Background: an optimization exercise with open tools, aiming at a short achievable clock period and few clock cycles per item. Do not read the settings as production practice. No run shown here included a check of the RTL's function; only the layout flow was run. Power and IR drop assume default switching activity.

$ cat flow/design.v
`timescale 1ns/10ps
`default_nettype none
package lc4_pkg;
   typedef logic [15:0] word_t;
   typedef logic [2:0]  reg_idx_t;
   typedef logic [2:0]  nzp_t;
   localparam word_t RESET_PC = 16'h8200;
   typedef enum logic [3:0] {
      OP_NOP     = 4'b0000,    
      OP_ARITH   = 4'b0001,
      OP_LOGIC   = 4'b0101,
      OP_LDR     = 4'b0110,
      OP_STR     = 4'b0111,
      OP_CONST   = 4'b1001,
      OP_HICONST = 4'b1101
   } opcode_e;
   typedef enum logic [3:0] {
      ALU_ADD       = 4'd0,
      ALU_MUL       = 4'd1,
      ALU_SUB       = 4'd2,
      ALU_AND       = 4'd3,
      ALU_NOT       = 4'd4,
      ALU_OR        = 4'd5,
      ALU_XOR       = 4'd6,
      ALU_PASS_IMM9 = 4'd7,
      ALU_HICONST   = 4'd8,
      ALU_ADDR6     = 4'd9    
   } alu_op_e;
   typedef enum logic [1:0] {
      STALL_NONE     = 2'd0,
      STALL_FLUSH    = 2'd2,    
      STALL_LOAD_USE = 2'd3
   } stall_e;
   localparam logic [1:0] BYP_REG = 2'd0;
   localparam logic [1:0] BYP_MX  = 2'd1;
   localparam logic [1:0] BYP_WX  = 2'd2;
   typedef struct packed {
      reg_idx_t r1sel;
      logic     r1re;
      reg_idx_t r2sel;
      logic     r2re;
      reg_idx_t wsel;
      logic     regfile_we;
      logic     nzp_we;
      logic     is_load;
      logic     is_store;
      alu_op_e  alu_op;
   } ctrl_t;
   typedef struct packed {
      word_t  pc;
      word_t  insn;
      stall_e stall;
      ctrl_t  ctrl;
   } stage_t;
   typedef struct packed {
      stall_e   stall;
      word_t    pc;
      word_t    insn;
      logic     regfile_we;
      reg_idx_t wsel;
      word_t    wdata;
      logic     nzp_we;
      nzp_t     nzp_bits;
      logic     dmem_we;
      word_t    dmem_addr;
      word_t    dmem_data;
   } trace_t;
endpackage
`default_nettype wire
`timescale 1ns/10ps
`default_nettype none
module lc4_decoder (
   input  wire  lc4_pkg::word_t i_insn,
   output lc4_pkg::ctrl_t       o_ctrl
);
   lc4_pkg::opcode_e op;
   lc4_pkg::ctrl_t   c;
   always_comb begin
      op = lc4_pkg::opcode_e'(i_insn[15:12]);
      c       = '0;
      c.r1sel = i_insn[8:6];
      c.r2sel = i_insn[2:0];
      c.wsel  = i_insn[11:9];
      case (op)
         lc4_pkg::OP_ARITH: begin
            if (i_insn[5:3] != 3'b011) begin
               c.r1re       = 1'b1;
               c.r2re       = !i_insn[5];
               c.regfile_we = 1'b1;
               c.nzp_we     = 1'b1;
               case (i_insn[5:3])
                  3'b001:  c.alu_op = lc4_pkg::ALU_MUL;
                  3'b010:  c.alu_op = lc4_pkg::ALU_SUB;
                  default: c.alu_op = lc4_pkg::ALU_ADD;    
               endcase
            end
         end
         lc4_pkg::OP_LOGIC: begin
            c.r1re       = 1'b1;
            c.r2re       = !i_insn[5] && (i_insn[4:3] != 2'b01);
            c.regfile_we = 1'b1;
            c.nzp_we     = 1'b1;
            case (i_insn[5:3])
               3'b001:  c.alu_op = lc4_pkg::ALU_NOT;
               3'b010:  c.alu_op = lc4_pkg::ALU_OR;
               3'b011:  c.alu_op = lc4_pkg::ALU_XOR;
               default: c.alu_op = lc4_pkg::ALU_AND;
            endcase
         end
         lc4_pkg::OP_LDR: begin
            c.r1re       = 1'b1;
            c.regfile_we = 1'b1;
            c.nzp_we     = 1'b1;
            c.is_load    = 1'b1;
            c.alu_op     = lc4_pkg::ALU_ADDR6;
         end
         lc4_pkg::OP_STR: begin
            c.r1re     = 1'b1;
            c.r2sel    = i_insn[11:9];
            c.r2re     = 1'b1;
            c.is_store = 1'b1;
            c.alu_op   = lc4_pkg::ALU_ADDR6;
         end
         lc4_pkg::OP_CONST: begin
            c.regfile_we = 1'b1;
            c.nzp_we     = 1'b1;
            c.alu_op     = lc4_pkg::ALU_PASS_IMM9;
         end
         lc4_pkg::OP_HICONST: begin
            if (i_insn[8]) begin
               c.r1sel      = i_insn[11:9];
               c.r1re       = 1'b1;
               c.regfile_we = 1'b1;
               c.nzp_we     = 1'b1;
               c.alu_op     = lc4_pkg::ALU_HICONST;
            end
         end
         default: c = c;
      endcase
      o_ctrl = c;
   end
endmodule
`default_nettype wire
`timescale 1ns/10ps
`default_nettype none
module lc4_regfile (
   input  wire                    gwe,
   input  wire                    i_rst_n,
   input  wire  lc4_pkg::reg_idx_t i_rs,
   input  wire  lc4_pkg::reg_idx_t i_rt,
   input  wire  lc4_pkg::reg_idx_t i_rd,
   input  wire  lc4_pkg::word_t   i_wdata,
   input  wire                    i_rd_we,
   output lc4_pkg::word_t         o_rs_data,
   output lc4_pkg::word_t         o_rt_data
);
   lc4_pkg::word_t regs [8];
   always_ff @(posedge gwe or negedge i_rst_n) begin
      if (!i_rst_n) begin
         for (int i = 0; i < 8; i++) begin
            regs[i] <= '0;
         end
      end else if (i_rd_we) begin
         regs[i_rd] <= i_wdata;
      end
   end
   always_comb begin
      o_rs_data = regs[i_rs];
      o_rt_data = regs[i_rt];
      if (i_rd_we && i_rd == i_rs) begin
         o_rs_data = i_wdata;
      end
      if (i_rd_we && i_rd == i_rt) begin
         o_rt_data = i_wdata;
      end
   end
endmodule
`default_nettype wire
`timescale 1ns/10ps
`default_nettype none
module lc4_alu (
   input  wire  lc4_pkg::alu_op_e i_op,
   input  wire  lc4_pkg::word_t   i_insn,
   input  wire  lc4_pkg::word_t   i_rs_data,
   input  wire  lc4_pkg::word_t   i_rt_data,
   output lc4_pkg::word_t         o_result
);
   lc4_pkg::word_t imm5;
   lc4_pkg::word_t imm6;
   lc4_pkg::word_t imm9;
   lc4_pkg::word_t opnd_b;
   lc4_pkg::word_t prod;
   assign imm5 = {{11{i_insn[4]}}, i_insn[4:0]};
   assign imm6 = {{10{i_insn[5]}}, i_insn[5:0]};
   assign imm9 = {{7{i_insn[8]}}, i_insn[8:0]};
   assign opnd_b = i_insn[5] ? imm5 : i_rt_data;
   assign prod = i_rs_data * i_rt_data;
   always_comb begin
      case (i_op)
         lc4_pkg::ALU_ADD:       o_result = i_rs_data + opnd_b;
         lc4_pkg::ALU_MUL:       o_result = prod;
         lc4_pkg::ALU_SUB:       o_result = i_rs_data - i_rt_data;
         lc4_pkg::ALU_AND:       o_result = i_rs_data & opnd_b;
         lc4_pkg::ALU_NOT:       o_result = ~i_rs_data;
         lc4_pkg::ALU_OR:        o_result = i_rs_data | i_rt_data;
         lc4_pkg::ALU_XOR:       o_result = i_rs_data ^ i_rt_data;
         lc4_pkg::ALU_PASS_IMM9: o_result = imm9;
         lc4_pkg::ALU_HICONST:   o_result = {i_insn[7:0], i_rs_data[7:0]};
         lc4_pkg::ALU_ADDR6:     o_result = i_rs_data + imm6;
         default:                o_result = '0;
      endcase
   end
endmodule
`default_nettype wire
`timescale 1ns/10ps
`default_nettype none
module lc4_hazard (
   input  wire  lc4_pkg::ctrl_t i_ctrl_d,
   input  wire  lc4_pkg::ctrl_t i_ctrl_x,
   input  wire  lc4_pkg::ctrl_t i_ctrl_m,
   input  wire  lc4_pkg::ctrl_t i_ctrl_w,
   output logic [1:0]           o_rs_sel,
   output logic [1:0]           o_rt_sel,
   output logic                 o_stall
);
   logic rs_hit;
   logic rt_hit;
   assign o_rs_sel =
      (i_ctrl_x.r1re && i_ctrl_m.regfile_we && !i_ctrl_m.is_load &&
       i_ctrl_m.wsel == i_ctrl_x.r1sel) ? lc4_pkg::BYP_MX :
      (i_ctrl_x.r1re && i_ctrl_w.regfile_we &&
       i_ctrl_w.wsel == i_ctrl_x.r1sel) ? lc4_pkg::BYP_WX : lc4_pkg::BYP_REG;
   assign o_rt_sel =
      (i_ctrl_x.r2re && i_ctrl_m.regfile_we && !i_ctrl_m.is_load &&
       i_ctrl_m.wsel == i_ctrl_x.r2sel) ? lc4_pkg::BYP_MX :
      (i_ctrl_x.r2re && i_ctrl_w.regfile_we &&
       i_ctrl_w.wsel == i_ctrl_x.r2sel) ? lc4_pkg::BYP_WX : lc4_pkg::BYP_REG;
   assign rs_hit = i_ctrl_d.r1re && i_ctrl_d.r1sel == i_ctrl_x.wsel;
   assign rt_hit = i_ctrl_d.r2re && !i_ctrl_d.is_store && i_ctrl_d.r2sel == i_ctrl_x.wsel;
   assign o_stall = i_ctrl_x.is_load && i_ctrl_x.regfile_we && (rs_hit || rt_hit);
endmodule
`default_nettype wire
`timescale 1ns/10ps
`default_nettype none
module lc4_pipeline #(
   parameter logic [15:0] RESET_PC = 16'h8200
) (
   input  wire         gwe,
   input  wire         i_rst_n,
   output logic [15:0] o_cur_pc,
   input  wire  [15:0] i_cur_insn,
   output logic [15:0] o_dmem_addr,
   output logic        o_dmem_we,
   output logic [15:0] o_dmem_towrite,
   input  wire  [15:0] i_cur_dmem_data,
   output logic [1:0]  o_trace_stall,
   output logic [15:0] o_trace_pc,
   output logic [15:0] o_trace_insn,
   output logic        o_trace_regfile_we,
   output logic [2:0]  o_trace_wsel,
   output logic [15:0] o_trace_wdata,
   output logic        o_trace_nzp_we,
   output logic [2:0]  o_trace_nzp_bits,
   output logic        o_trace_dmem_we,
   output logic [15:0] o_trace_dmem_addr,
   output logic [15:0] o_trace_dmem_data
);
   localparam int R_ADD = 0, R_SUB = 1, R_AND = 2, R_OR = 3, R_XOR = 4, R_NOT = 5,
                  R_PASSB = 6, R_HI = 7;
   logic [15:0] f_insn;
   logic [3:0]  f_op;
   logic [2:0]  f_sub;
   logic        f_arith, f_logic, f_ld, f_st, f_const, f_hic;
   logic        f_we, f_mul, f_rare, f_rbre, f_bimm;
   logic [2:0]  f_ra, f_rb, f_rd;
   logic [15:0] f_bval;
   logic [7:0]  f_rsel;
   assign f_insn = i_cur_insn;
   always_comb begin
      f_op    = f_insn[15:12];
      f_sub   = f_insn[5:3];
      f_arith = (f_op == 4'b0001);
      f_logic = (f_op == 4'b0101);
      f_ld    = (f_op == 4'b0110);
      f_st    = (f_op == 4'b0111);
      f_const = (f_op == 4'b1001);
      f_hic   = (f_op == 4'b1101) && f_insn[8];
      f_we    = (f_arith && f_sub != 3'b011) || f_logic || f_ld || f_const || f_hic;
      f_mul   = f_arith && f_sub == 3'b001;
      f_rare  = (f_arith && f_sub != 3'b011) || f_logic || f_ld || f_st || f_hic;
      f_rbre  = (f_arith && !f_sub[2] && f_sub != 3'b011) ||
                (f_logic && !f_sub[2] && f_sub != 3'b001);
      f_bimm  = !f_rbre;
      f_ra    = f_hic ? f_insn[11:9] : f_insn[8:6];
      f_rb    = f_insn[2:0];
      f_rd    = f_insn[11:9];
      if (f_ld || f_st)  f_bval = {{10{f_insn[5]}}, f_insn[5:0]};
      else if (f_const)  f_bval = {{7{f_insn[8]}}, f_insn[8:0]};
      else if (f_hic)    f_bval = {f_insn[7:0], 8'h00};
      else               f_bval = {{11{f_insn[4]}}, f_insn[4:0]};
      f_rsel = '0;
      f_rsel[R_ADD]   = (f_arith && (f_sub == 3'b000 || f_sub[2])) || f_ld || f_st;
      f_rsel[R_SUB]   = f_arith && f_sub == 3'b010;
      f_rsel[R_AND]   = f_logic && (f_sub == 3'b000 || f_sub[2]);
      f_rsel[R_OR]    = f_logic && f_sub == 3'b010;
      f_rsel[R_XOR]   = f_logic && f_sub == 3'b011;
      f_rsel[R_NOT]   = f_logic && f_sub == 3'b001;
      f_rsel[R_PASSB] = f_const;
      f_rsel[R_HI]    = f_hic;
   end
   logic [15:0] pc_q;
   logic [1:0]  d_code;
   logic        d_we, d_mul, d_ld, d_st, d_rare, d_rbre, d_bimm;
   logic [2:0]  d_ra, d_rb, d_rd;
   logic [15:0] d_bval, d_pc, d_insn;
   logic [7:0]  d_rsel;
   logic [1:0]  x_code;
   logic        x_we, x_mul, x_ld, x_st, x_long, x_sd_late;
   logic [2:0]  x_rd;
   logic [15:0] x_pc, x_insn, x_a, x_b, x_sd;
   logic [7:0]  x_rsel;
   logic [1:0]  m_code;
   logic        m_we, m_mul, m_ld, m_st;
   logic [2:0]  m_rd;
   logic [15:0] m_pc, m_insn, m_res, m_addr, m_sd;
   logic [15:0] m_pp0, m_pp1, m_pp2, m_pp3;
   logic [1:0]  w_code;
   logic        w_we, w_dwe;
   logic [2:0]  w_rd;
   logic [15:0] w_pc, w_insn, w_wdata, w_daddr, w_ddata;
   logic [1:0]  t_code;
   logic        t_we, t_dwe;
   logic [2:0]  t_rd, t_nzp;
   logic [15:0] t_pc, t_insn, t_wdata, t_daddr, t_ddata;
   logic [15:0] rf [8];
   logic [15:0] x_sum, x_diff, x_res;
   always_comb begin
      x_sum  = x_a + x_b;
      x_diff = x_a - x_b;
      x_res  = ({16{x_rsel[R_ADD]}}   & x_sum) |
               ({16{x_rsel[R_SUB]}}   & x_diff) |
               ({16{x_rsel[R_AND]}}   & (x_a & x_b)) |
               ({16{x_rsel[R_OR]}}    & (x_a | x_b)) |
               ({16{x_rsel[R_XOR]}}   & (x_a ^ x_b)) |
               ({16{x_rsel[R_NOT]}}   & ~x_a) |
               ({16{x_rsel[R_PASSB]}} & x_b) |
               ({16{x_rsel[R_HI]}}    & {x_b[15:8], x_a[7:0]});
   end
   function automatic logic [15:0] csa_s(input logic [15:0] p, input logic [15:0] q,
                                         input logic [15:0] r);
      csa_s = p ^ q ^ r;
   endfunction
   function automatic logic [15:0] csa_c(input logic [15:0] p, input logic [15:0] q,
                                         input logic [15:0] r);
      logic [15:0] c;
      c = (p & q) | (p & r) | (q & r);
      csa_c = {c[14:0], 1'b0};
   endfunction
   logic [15:0] pp [16];
   logic [15:0] l1 [11];
   logic [15:0] l2 [8];
   logic [15:0] l3 [6];
   logic [15:0] l4 [4];
   always_comb begin
      for (int i = 0; i < 16; i++) pp[i] = (x_a << i) & {16{x_b[i]}};
      for (int g = 0; g < 5; g++) begin
         l1[2*g] = csa_s(pp[3*g], pp[3*g+1], pp[3*g+2]); l1[2*g+1] = csa_c(pp[3*g], pp[3*g+1], pp[3*g+2]);
      end
      l1[10] = pp[15];
      l2[0] = csa_s(l1[0], l1[1], l1[2]); l2[1] = csa_c(l1[0], l1[1], l1[2]);
      l2[2] = csa_s(l1[3], l1[4], l1[5]); l2[3] = csa_c(l1[3], l1[4], l1[5]);
      l2[4] = csa_s(l1[6], l1[7], l1[8]); l2[5] = csa_c(l1[6], l1[7], l1[8]);
      l2[6] = l1[9];
      l2[7] = l1[10];
      l3[0] = csa_s(l2[0], l2[1], l2[2]); l3[1] = csa_c(l2[0], l2[1], l2[2]);
      l3[2] = csa_s(l2[3], l2[4], l2[5]); l3[3] = csa_c(l2[3], l2[4], l2[5]);
      l3[4] = l2[6];
      l3[5] = l2[7];
      l4[0] = csa_s(l3[0], l3[1], l3[2]); l4[1] = csa_c(l3[0], l3[1], l3[2]);
      l4[2] = csa_s(l3[3], l3[4], l3[5]); l4[3] = csa_c(l3[3], l3[4], l3[5]);
   end
   logic [15:0] m_prod, m_late;
   logic [15:0] k0, k1, k2, k3;
   always_comb begin
      k0 = csa_s(m_pp0, m_pp1, m_pp2); k1 = csa_c(m_pp0, m_pp1, m_pp2);
      k2 = csa_s(k0, k1, m_pp3); k3 = csa_c(k0, k1, m_pp3);
      m_prod = k2 + k3;
      m_late = m_ld ? i_cur_dmem_data : m_prod;
   end
   function automatic logic [15:0] fwd(input logic [2:0] r,
                                       input logic        hx, input logic hm, input logic hw,
                                       input logic [15:0] xres, input logic [15:0] mval,
                                       input logic [15:0] wval, input logic [15:0] rval);
      logic [15:0] early;
      early = hw ? wval : rval;
      if (hx)      fwd = xres;
      else if (hm) fwd = mval;
      else         fwd = early;
   endfunction
   logic        hx_a, hm_a, hw_a, hx_b, hm_b, hw_b, hx_d, hm_d, hw_d;
   logic [15:0] m_val, op_a, op_b, op_d;
   logic        stall;
   always_comb begin
      hx_a = x_we && x_rd == d_ra;
      hm_a = m_we && m_rd == d_ra;
      hw_a = w_we && w_rd == d_ra;
      hx_b = x_we && x_rd == d_rb;
      hm_b = m_we && m_rd == d_rb;
      hw_b = w_we && w_rd == d_rb;
      hx_d = x_we && x_rd == d_rd;
      hm_d = m_we && m_rd == d_rd;
      hw_d = w_we && w_rd == d_rd;
      m_val = (m_ld || m_mul) ? m_late : m_res;
      op_a = fwd(d_ra, hx_a, hm_a, hw_a, x_res, m_val, w_wdata, rf[d_ra]);
      op_b = d_bimm ? d_bval : fwd(d_rb, hx_b, hm_b, hw_b, x_res, m_val, w_wdata, rf[d_rb]);
      op_d = fwd(d_rd, hx_d, hm_d, hw_d, x_res, m_val, w_wdata, rf[d_rd]);
      stall = x_long && ((d_rare && hx_a) || (d_rbre && hx_b));
   end
   always_ff @(posedge gwe or negedge i_rst_n) begin
      if (!i_rst_n) begin
         pc_q   <= RESET_PC;
         d_code <= 2'd2;
         d_we   <= 1'b0;
         d_mul  <= 1'b0;
         d_ld   <= 1'b0;
         d_st   <= 1'b0;
         d_rare <= 1'b0;
         d_rbre <= 1'b0;
         x_code <= 2'd2;
         x_we   <= 1'b0;
         x_mul  <= 1'b0;
         x_ld   <= 1'b0;
         x_st   <= 1'b0;
         x_long <= 1'b0;
         m_code <= 2'd2;
         m_we   <= 1'b0;
         m_mul  <= 1'b0;
         m_ld   <= 1'b0;
         m_st   <= 1'b0;
         w_code <= 2'd2;
         w_we   <= 1'b0;
         w_dwe  <= 1'b0;
         t_code <= 2'd2;
         t_we   <= 1'b0;
         t_dwe  <= 1'b0;
         for (int i = 0; i < 8; i++) rf[i] <= '0;
      end else begin
         if (!stall) begin
            pc_q   <= pc_q + 16'd1;
            d_code <= 2'd0;
            d_we   <= f_we;
            d_mul  <= f_mul;
            d_ld   <= f_ld;
            d_st   <= f_st;
            d_rare <= f_rare;
            d_rbre <= f_rbre;
         end
         if (stall) begin
            x_code <= 2'd3;
            x_we   <= 1'b0;
            x_mul  <= 1'b0;
            x_ld   <= 1'b0;
            x_st   <= 1'b0;
            x_long <= 1'b0;
         end else begin
            x_code <= d_code;
            x_we   <= d_we;
            x_mul  <= d_mul;
            x_ld   <= d_ld;
            x_st   <= d_st;
            x_long <= d_we && (d_ld || d_mul);
         end
         m_code <= x_code;
         m_we   <= x_we;
         m_mul  <= x_mul;
         m_ld   <= x_ld;
         m_st   <= x_st;
         w_code <= m_code;
         w_we   <= m_we;
         w_dwe  <= m_st;
         t_code <= w_code;
         t_we   <= w_we;
         t_dwe  <= w_dwe;
         if (w_we) rf[w_rd] <= w_wdata;
      end
   end
   always_ff @(posedge gwe) begin
      if (!stall) begin
         d_ra   <= f_ra;
         d_rb   <= f_rb;
         d_rd   <= f_rd;
         d_bimm <= f_bimm;
         d_bval <= f_bval;
         d_rsel <= f_rsel;
         d_pc   <= pc_q;
         d_insn <= f_insn;
      end
      x_rd      <= d_rd;
      x_pc      <= d_pc;
      x_insn    <= d_insn;
      x_rsel    <= d_rsel;
      x_a       <= op_a;
      x_b       <= op_b;
      x_sd      <= op_d;
      x_sd_late <= hx_d && x_long;
      m_rd   <= x_rd;
      m_pc   <= x_pc;
      m_insn <= x_insn;
      m_res  <= x_res;
      m_addr <= x_sum;
      m_sd   <= x_sd_late ? m_late : x_sd;
      m_pp0  <= l4[0];
      m_pp1  <= l4[1];
      m_pp2  <= l4[2];
      m_pp3  <= l4[3];
      w_rd    <= m_rd;
      w_pc    <= m_pc;
      w_insn  <= m_insn;
      w_wdata <= m_val;
      w_daddr <= (m_ld || m_st) ? m_addr : 16'h0000;
      w_ddata <= m_ld ? i_cur_dmem_data : m_st ? m_sd : 16'h0000;
      t_rd    <= w_rd;
      t_pc    <= w_pc;
      t_insn  <= w_insn;
      t_wdata <= w_wdata;
      t_nzp   <= w_wdata[15] ? 3'b100 : (w_wdata == 16'h0000) ? 3'b010 : 3'b001;
      t_daddr <= w_daddr;
      t_ddata <= w_ddata;
   end
   assign o_cur_pc       = pc_q;
   assign o_dmem_addr    = m_addr;
   assign o_dmem_we      = m_st;
   assign o_dmem_towrite = m_sd;
   assign o_trace_stall      = t_code;
   assign o_trace_pc         = t_pc;
   assign o_trace_insn       = t_insn;
   assign o_trace_regfile_we = t_we;
   assign o_trace_wsel       = t_rd;
   assign o_trace_wdata      = t_wdata;
   assign o_trace_nzp_we     = t_we;
   assign o_trace_nzp_bits   = t_nzp;
   assign o_trace_dmem_we    = t_dwe;
   assign o_trace_dmem_addr  = t_daddr;
   assign o_trace_dmem_data  = t_ddata;
endmodule
`default_nettype wire
$ cat flow/run.sh
#!/bin/bash
# synth_recipe.tcl (not shown) runs the flow's synth.tcl, then flattens the netlist and writes it again
# the make line also repeats each setting of config.mk as NAME=value (left out here)
make -C /OpenROAD-flow-scripts/flow DESIGN_CONFIG=/design/flow/config.mk WORK_HOME=/design/flow/orfs CLKGATE_MAP_FILE= SYNTH_SCRIPT=/design/flow/synth_recipe.tcl finish
$ cat flow/config.mk
export PLATFORM = sky130hd
export DESIGN_NAME = lc4_pipeline
export DESIGN_NICKNAME = lc4_pipeline
export VERILOG_FILES = /design/flow/design.v
export SDC_FILE = /design/flow/constraint.sdc
export NUM_CORES = 4
export LEC_CHECK = 0
export CAP_MARGIN = 20
export CORE_MARGIN = 2
export CORE_UTILIZATION = 40
export SLEW_MARGIN = 20
$ cat flow/constraint.sdc
create_clock -name core_clock -period 7.0 [get_ports {gwe}]
set_input_delay 1.4000 -clock core_clock [delete_from_list [all_inputs] [get_ports {gwe}]]
set_output_delay 1.4000 -clock core_clock [all_outputs]
set_load 0.01 [all_outputs]
==> flow_metrics.env, run 1 <==
export IMPL_outcome="no timing/DRC/antenna violations"
export IMPL_regMostFlops="rf"
export IMPL_wirelength_um=89190
export IMPL_syn_cell_area_mm2=0.02775
export IMPL_die_h_um=267.4
export IMPL_cts_tree="built"
export IMPL_power_frac_seq_pct=41.6
export IMPL_p_int_w=0.007322
export IMPL_drt_initial_drc_count=2051
export IMPL_vias=20802
export IMPL_critPathRequiredTime_ns=7.55
export IMPL_grt_usage_pct=24.97
export IMPL_ant_nets=0
export IMPL_power_density_mw_per_mm2=339.4
export IMPL_cts_sinks=598
export IMPL_drv_cap=0
export IMPL_fin_setup_tns_ns=0
export IMPL_die_x_um=267.4
export IMPL_ir_worst_vdd_uv=202.0
export IMPL_rsz0062_at_grt="false"
export IMPL_postSynthCellCount=2630
export IMPL_final_area_mm2=0.03247
export IMPL_synth_enable_flop_cells=60
export IMPL_clockBufferDepth=3
export IMPL_first_global_vias=20489
export IMPL_drive_above_1_share_pct=11.81
export IMPL_gp_congestion=0.9460
export IMPL_post_synth_top_area_fraction_pct=26.40
export IMPL_finalPower_w=0.01102
export IMPL_crit_type="register to register"
export IMPL_viasPerCell=5.584
export IMPL_cts_htree_levels=3
export IMPL_diodes=0
export IMPL_p_sw_w=0.003697
export IMPL_cts_hold_buf=0
export IMPL_synth_cell_types=93
export IMPL_die_area_mm2=0.07150
export IMPL_antenna_found_initial=1
export IMPL_clk_latency_ns=0.64
export IMPL_fill_cells=6335
export IMPL_seq_area_frac_synth_pct=48.44
export IMPL_clock_skew_ns=0.04035
export IMPL_placed_cell_area_mm2=0.03022
export IMPL_crit_path_max_fanout=77
export IMPL_syn_avg_cell_area_um2=10.55
export IMPL_p_clk_share_pct=31.9
export IMPL_final_cell_mix="364 x dfxtp_1, 246 x nand2_1, 205 x nor2_1, 182 x inv_1, 172 x clkdlybuf4s50_1"
export IMPL_wl_per_cell_um=23.94
export IMPL_cts_root_buffer="clkbuf_16"
export IMPL_pwr_share_comb_pct=26.5
export IMPL_yosysWarnings=7
export IMPL_end_kind="register"
export IMPL_p_leak_nw=13.65
export IMPL_cts_inserted_buffers=67
export IMPL_yosysTopAreaCell="dfxtp_1"
export IMPL_syn_to_final_growth_pct=17.00
export IMPL_worst_slack_ns=3.033
export IMPL_final_common_cell="dfxtp_1"
export IMPL_worstPathArrival_ns=4.52
export IMPL_synth_seq_cells=598
export IMPL_report_final_slew_viol_count=0
export IMPL_switching_share_pct=33.55
export IMPL_largest_reg_flops=128
export IMPL_drt_pass1_iter_count=7
export IMPL_initial_utilization_pct=40.46
export IMPL_fmax_mhz=252.1
export IMPL_drc=0
export IMPL_hold_class="register to register"
export IMPL_io_pins=174
export IMPL_nets=2949
export IMPL_gr_total_overflow=0
export IMPL_dp_hpwl_um=63640
export IMPL_post_cts_resize_count=0
export IMPL_grt_first_pass_wirelength_um=133700
export IMPL_slew_headroom_pct=28.97
export IMPL_cp_start_kind="register"
export IMPL_synthTopCellsByArea="dfxtp_1 26%, dfrtp_1 15%, edfxtp_1 6.5%, fa_1 6.2%, mux2_2 5.2%"
export IMPL_hold_violations=0
export IMPL_period_minus_slack_ns=3.967
export IMPL_post_cts_buffers=0
export IMPL_dp_worst_setup_slack_ns=3.121
export IMPL_grt_max_degree=78
export IMPL_tightest_slew_ns=1.064
export IMPL_core_mm2=0.06859
export IMPL_setup_violations=0
export IMPL_async_flop_share_pct=28.76
export IMPL_rows=96
export IMPL_postSynth_topFlopCell="dfxtp_1"
export IMPL_path_clk_slew_ns=0.06
export IMPL_timing_final_crit_share_pct=56.67
export IMPL_numPortBuffers=173
export IMPL_synth_nets=2838
-- power groups by stage --
| stage | Combinational (W) | Clock [W] | Sequential [W] |
|---|---|---|---|
| finish | 0.00292 | 0.00351 | 0.00459 |
| global route | 0.00321 | 0.00373 | 0.00465 |
| CTS | 0.00292 | 0.00359 | 0.00458 |
| detailed placement | 0.00290 | 0 | 0.00464 |
| global placement | 0.00286 | 0 | 0.00463 |
| floorplan | 0.00185 | 0 | 0.00446 |
-- worst max-delay path: stages, from the launching register on --
cell      delay (ns)
edfxtp_1        0.33
buf_4           0.62
xnor2_1         0.14
nand4_1         0.12
buf_4           0.32
inv_1           0.17
a21oi_1         0.17
nand2b_4        0.13
buf_4           0.74
nand4_1         0.53
nor4_1          0.38
xnor2_1         0.16
-- cells by family (layout without fill, tap and decap cells) --
group	count (synthesis)	after routing	share of synthesized area (%)
mux	226	226	9.545
simple gates	647	647	10.59
buf+inv	353	517	5.131
flops	598	598	48.44
compound gates	529	529	12.88
xor+xnor	103	103	3.251
fa+ha+maj	174	174	10.17
-- synthesized netlist by cell type, types with 11 or more instances --
library cell  number
buf_1             11
nor3_1            21
mux2i_1           79
nand4_1           18
and2_1            14
nor2b_1           35
o211ai_1          50
mux4_2            18
o221ai_1          19
nand3_1           32
nand2_1          246
o22ai_1           27
a221oi_1          30
dfrtp_1          165
mux2_2           128
a22o_1            11
a21o_1            11
clkbuf_1          98
ha_1              88
buf_2             43
a31oi_1           23
dfxtp_1          366
nand2b_1          18
nor2_1           205
xnor2_1           74
inv_1            182
a211oi_1          13
edfxtp_1          60
o21ai_1           16
o21ai_0          143
xor2_1            29
a22oi_1           20
a21oi_1           81
fa_1              86
-- metrics by stage --
| stage | utilization, % | hold slack [ns] | instances |
|---|---|---|---|
| after floorplan | - | 0.3096 | 2630 |
| after global placement | 44.05 | 0.3095 | 3602 |
| after detailed placement | 44.07 | 0.3121 | 3603 |
| after CTS | 47.33 | 0.3219 | 3725 |
| after global routing | 47.34 | 0.3263 | 3725 |
| final | 47.34 | 0.3190 | 3725 |
-- cell type report --
type	count	area, um2	share of cell area [%]
clock buffer	95	1894	5.835
sequential	598	13440	41.41
tap	931	1165	3.588
inverter	190	713.2	2.197
clock inverter	27	346.6	1.067
timing repair buffer	205	1981	6.100
multi-input combinational	1679	12920	39.80
-- path summary, 6_finish.rpt --
kind,from,slack (ns),to,depth (start not counted)
setup reg to reg,d_ra[1],3.03,pc_q[14],11
setup / recovery,d_ra[1],3.03,pc_q[14],11
hold reg to reg,x_insn[15],0.32,m_insn[15],0
hold / removal,x_insn[15],0.32,m_insn[15],0
max in group asynchronous,i_rst_n,4.90,rf[0][2],2
min in group asynchronous,i_rst_n,0.76,rf[4][9],1
-- per-layer routing --
layer	global-route usage, %	share of wire, %	wire, um	vias up
met5	0	0	0	-
met4	10.01	3.8	3358	0
met3	4.423	7.7	6898	207
met2	38.97	46	40610	970
met1	34.34	43	38320	10310
li1	-	-	-	9315
==> run 2, diff against run 1 <==
--- a/flow/config.mk
+++ b/flow/config.mk
@@ -5,7 +5,9 @@
 export SDC_FILE = /design/flow/constraint.sdc
 export NUM_CORES = 4
 export LEC_CHECK = 0
+export ABC_CLOCK_PERIOD_IN_PS = 2000
 export CAP_MARGIN = 20
 export CORE_MARGIN = 2
 export CORE_UTILIZATION = 40
+export SETUP_SLACK_MARGIN = 4.6
 export SLEW_MARGIN = 20
==> run 2 against run 1 <==
Still clean. Area after synthesis unchanged. Highest routed layer is now met5. Cell count rose by 5.4%. Total power is 10% higher. Fmax up 27%. First-iteration DRC count is 7.3% higher. Worst setup slack better by 0.84 ns. Sequential cell count unchanged. Via count rose by 5.1%. Largest power group unchanged. Sequential power up 0.9%. Die area stayed put.
==> flow_metrics.env, run 2 <==
export IMPL_p_sw_w=0.004117
export IMPL_synth_top_family_by_area="compound AO/OA/AOI/OAI gates"
export IMPL_dp_worst_setup_slack_ns=3.311
export IMPL_power_frac_seq_pct=38.1
export IMPL_die_h_um=267.4
export IMPL_final_common_cell="dfxtp_1"
export IMPL_synth_commonest_cells="366 x dfxtp_1, 246 x nand2_1, 205 x nor2_1"
export IMPL_drive_above_1_share_pct=36.11
export IMPL_drt_initial_drc_count=2200
export IMPL_ir_worst_vdd_uv=163.6
export IMPL_synth_seq_cells=598
export IMPL_multi_input_area_mm2=0.01455
export IMPL_cts_sinks=598
export IMPL_yosysWarnings=7
export IMPL_gp_congestion=0.9954
export IMPL_seq_area_frac_synth_pct=48.44
export IMPL_wirelength_um=94090
export IMPL_tightest_slew_ns=1.134
export IMPL_fmax_mhz=319.8
export IMPL_crit_path_max_fanout=6
export IMPL_viasPerCell=5.569
export IMPL_drv_cap=0
export IMPL_synth_compound_area_share_pct=12.88
export IMPL_async_flop_share_pct=28.76
export IMPL_numPortBuffers=173
export IMPL_gr_total_overflow=0
export IMPL_syn_to_final_growth_pct=31.02
export IMPL_fin_setup_tns_ns=0
export IMPL_nets=3146
export IMPL_die_x_um=267.4
export IMPL_synthTopCellsByArea="dfxtp_1 26%, dfrtp_1 15%, edfxtp_1 6.5%, fa_1 6.2%, mux2_2 5.2%"
export IMPL_yosysTopAreaCell="dfxtp_1"
export IMPL_rows=96
export IMPL_synth_cell_types=93
export IMPL_syn_cell_area_mm2=0.02775
export IMPL_final_cell_mix="258 x dfxtp_1, 239 x nand2_1, 159 x dfrtp_1, 157 x buf_4, 147 x nor2_1"
export IMPL_period_minus_slack_ns=3.127
export IMPL_io_pins=174
export IMPL_end_kind="register"
export IMPL_post_synth_top_area_fraction_pct=26.40
export IMPL_die_area_mm2=0.07150
export IMPL_cts_inserted_buffers=66
export IMPL_pwr_share_comb_pct=31.9
export IMPL_power_density_mw_per_mm2=334.5
export IMPL_slowest_stage="fa_1"
export IMPL_postSynthCellCount=2630
export IMPL_drt_pass1_iter_count=6
export IMPL_cts_htree_levels=3
export IMPL_grt_first_pass_wirelength_um=139300
export IMPL_timing_final_crit_share_pct=44.67
export IMPL_rsz0062_at_grt="true"
export IMPL_cts_tree="built"
export IMPL_regArea_mm2=0.01365
export IMPL_p_leak_nw=15.36
export IMPL_first_global_vias=22033
export IMPL_regMostFlops="rf"
export IMPL_hold_violations=0
export IMPL_fin_util_pct=53.01
export IMPL_crit_type="register to register"
export IMPL_ant_nets=0
export IMPL_p_clk_share_pct=30.0
export IMPL_cp_start_kind="register"
export IMPL_synth_enable_flop_cells=60
export IMPL_core_mm2=0.06859
export IMPL_clockBufferDepth=3
export IMPL_vias=21858
export IMPL_fill_cells=5871
export IMPL_clock_skew_ns=0.03497
export IMPL_setup_violations=0
export IMPL_antenna_found_initial=2
export IMPL_postSynth_topFlopCell="dfxtp_1"
export IMPL_grt_max_degree=84
export IMPL_report_final_slew_viol_count=0
export IMPL_syn_avg_cell_area_um2=10.55
export IMPL_grt_usage_pct=25.97
export IMPL_clk_latency_ns=0.63
export IMPL_wl_per_cell_um=23.97
export IMPL_cts_hold_buf=0
export IMPL_hold_class="register to register"
export IMPL_initial_utilization_pct=40.46
export IMPL_critPathRequiredTime_ns=7.48
export IMPL_muxShareOfSynthArea_pct=9.545
export IMPL_path_delay_family="adder cells"
export IMPL_largest_reg_flops=128
export IMPL_slew_headroom_pct=24.32
export IMPL_switching_share_pct=33.85
export IMPL_p_int_w=0.008046
export IMPL_synth_nets=2838
export IMPL_outcome="no timing/DRC/antenna violations"
export IMPL_path_cells="inv_2 > fa_1 > inv_2 > ha_4 > ha_4 > nand3_1 > o2111ai_4 > buf_4 > buf_6 > xor2_4 > mux2i_1 > o21ai_2 > o211ai_1 > o21ai_1"
export IMPL_yosys_area_share_simple_pct=10.59
export IMPL_worst_slack_ns=3.873
export IMPL_synthAdderAreaFrac_pct=10.17
export IMPL_cpPeakStageDelay_ns=0.55
export IMPL_drc=0
export IMPL_yosysMostFrequentCell="dfxtp_1"
export IMPL_dp_hpwl_um=63030
export IMPL_path_clk_slew_ns=0.06
export IMPL_worstPathArrival_ns=3.61
export IMPL_synth_xor_area_share_pct=3.251
export IMPL_cp_num_buf_inv=4
export IMPL_cts_root_buffer="clkbuf_16"
## run 2: power groups by stage
| stage | logic, W | clock network [W] | registers [W] |
|---|---|---|---|
| 6_report | 0.00388 | 0.00365 | 0.00463 |
| 5_1_grt | 0.00419 | 0.00387 | 0.00468 |
| 4_1_cts | 0.00362 | 0.00372 | 0.00462 |
| 3_5_place_dp | 0.00302 | 0 | 0.00465 |
| 3_3_place_gp | 0.00300 | 0 | 0.00463 |
| 2_1_floorplan | 0.00197 | 0 | 0.00447 |
## run 2: cells by family (layout without fill, tap and decap cells)
| kind of cell | after synthesis | count (layout) |
|---|---|---|
| xor+xnor | 103 | 103 |
| buf+inv | 353 | 713 |
| fa+ha+maj | 174 | 174 |
| mux | 226 | 226 |
| flops | 598 | 598 |
| compound gates | 529 | 529 |
| other cells | 0 | 3 |
| simple gates | 647 | 648 |
## run 2: final cells by class
class / instances / area share (%)
Timing Repair Buffer: 400 / 10.37
Clock inverter: 30 / 1.211
Antenna cell: 3 / 0.02065
Multi-Input combinational cell: 1680 / 40.02
Inverter: 190 / 2.405
Clock buffer: 91 / 5.172
Timing Repair inverter: 2 / 0.05162
Sequential cell: 598 / 37.55
Tap cell: 931 / 3.204
## run 2: worst paths after layout
kind | startpoint | to | slack, ns | cells past startpoint
min in group asynchronous | i_rst_n | rf[3][11] | 0.83 | 1
worst min register to register | w_daddr[5] | t_daddr[5] | 0.32 | 0
worst max register to register | m_pp2[11] | x_sd[12] | 3.87 | 14
worst max-delay path | m_pp2[11] | x_sd[12] | 3.87 | 14
worst min-delay path | w_daddr[5] | t_daddr[5] | 0.32 | 0
max in group asynchronous | i_rst_n | m_st | 4.91 | 2
## run 2: metal layers
layer	wire length [um]	vias to the layer above	global-route usage [%]
met1	36310	10741	32.15
met4	5375	2	13.45
met5	13	-	0
met2	45170	1071	43.13
met3	7216	308	4.928
li1	-	9736	-
## run 2: what timing repair did
item,4_1_cts,5_1_grt
pin swaps,97,73
setup endpoints to repair,354,250
buffers inserted,143,47
resized for setup,1058,182
cloned,3,3
## run 2: metrics by stage
step                cells  hold slack [ns]  total power (W)  instance area (um2)
floorplan            2630           0.3096         0.006438                28220
global placement     3604           0.3102         0.007632                30570
detailed placement   3605           0.3121         0.007670                30580
CTS                  3872           0.3165          0.01195                35230
global route         3923           0.3220          0.01275                36350
finish               3925           0.3174          0.01216                36360

afterwards: timing with drivers on the ports:
The flow's constraints put no driver on any port. The routed layouts listed below were extracted and timed again, unchanged, in two steps.
Step 1: set_driving_cell puts a clkbuf_16 on gwe and a buf_2 on each other input, an assumption about the parent block.
Step 2 adds t to the input delays and takes it off the output delays; t is the mean of the earliest and latest rising clock arrival at the registers after step 1. Input paths then give back, and output paths get back, about the clock's delay inside the block.
Three values: ideal ports, drivers, drivers and shift; two values: the first two.
run	t, ns	setup WS [ns]	worst setup path after step 2
run 1	0.678	3.033 / 3.033 / 3.033	register to register
run 2	0.678	3.873 / 3.873 / 3.870	input to register
After both steps every run listed still meets setup and hold. For run 2, which loses most, drivers alone change the setup slack by 0.000 ns; drivers and shift together by -0.003 ns.
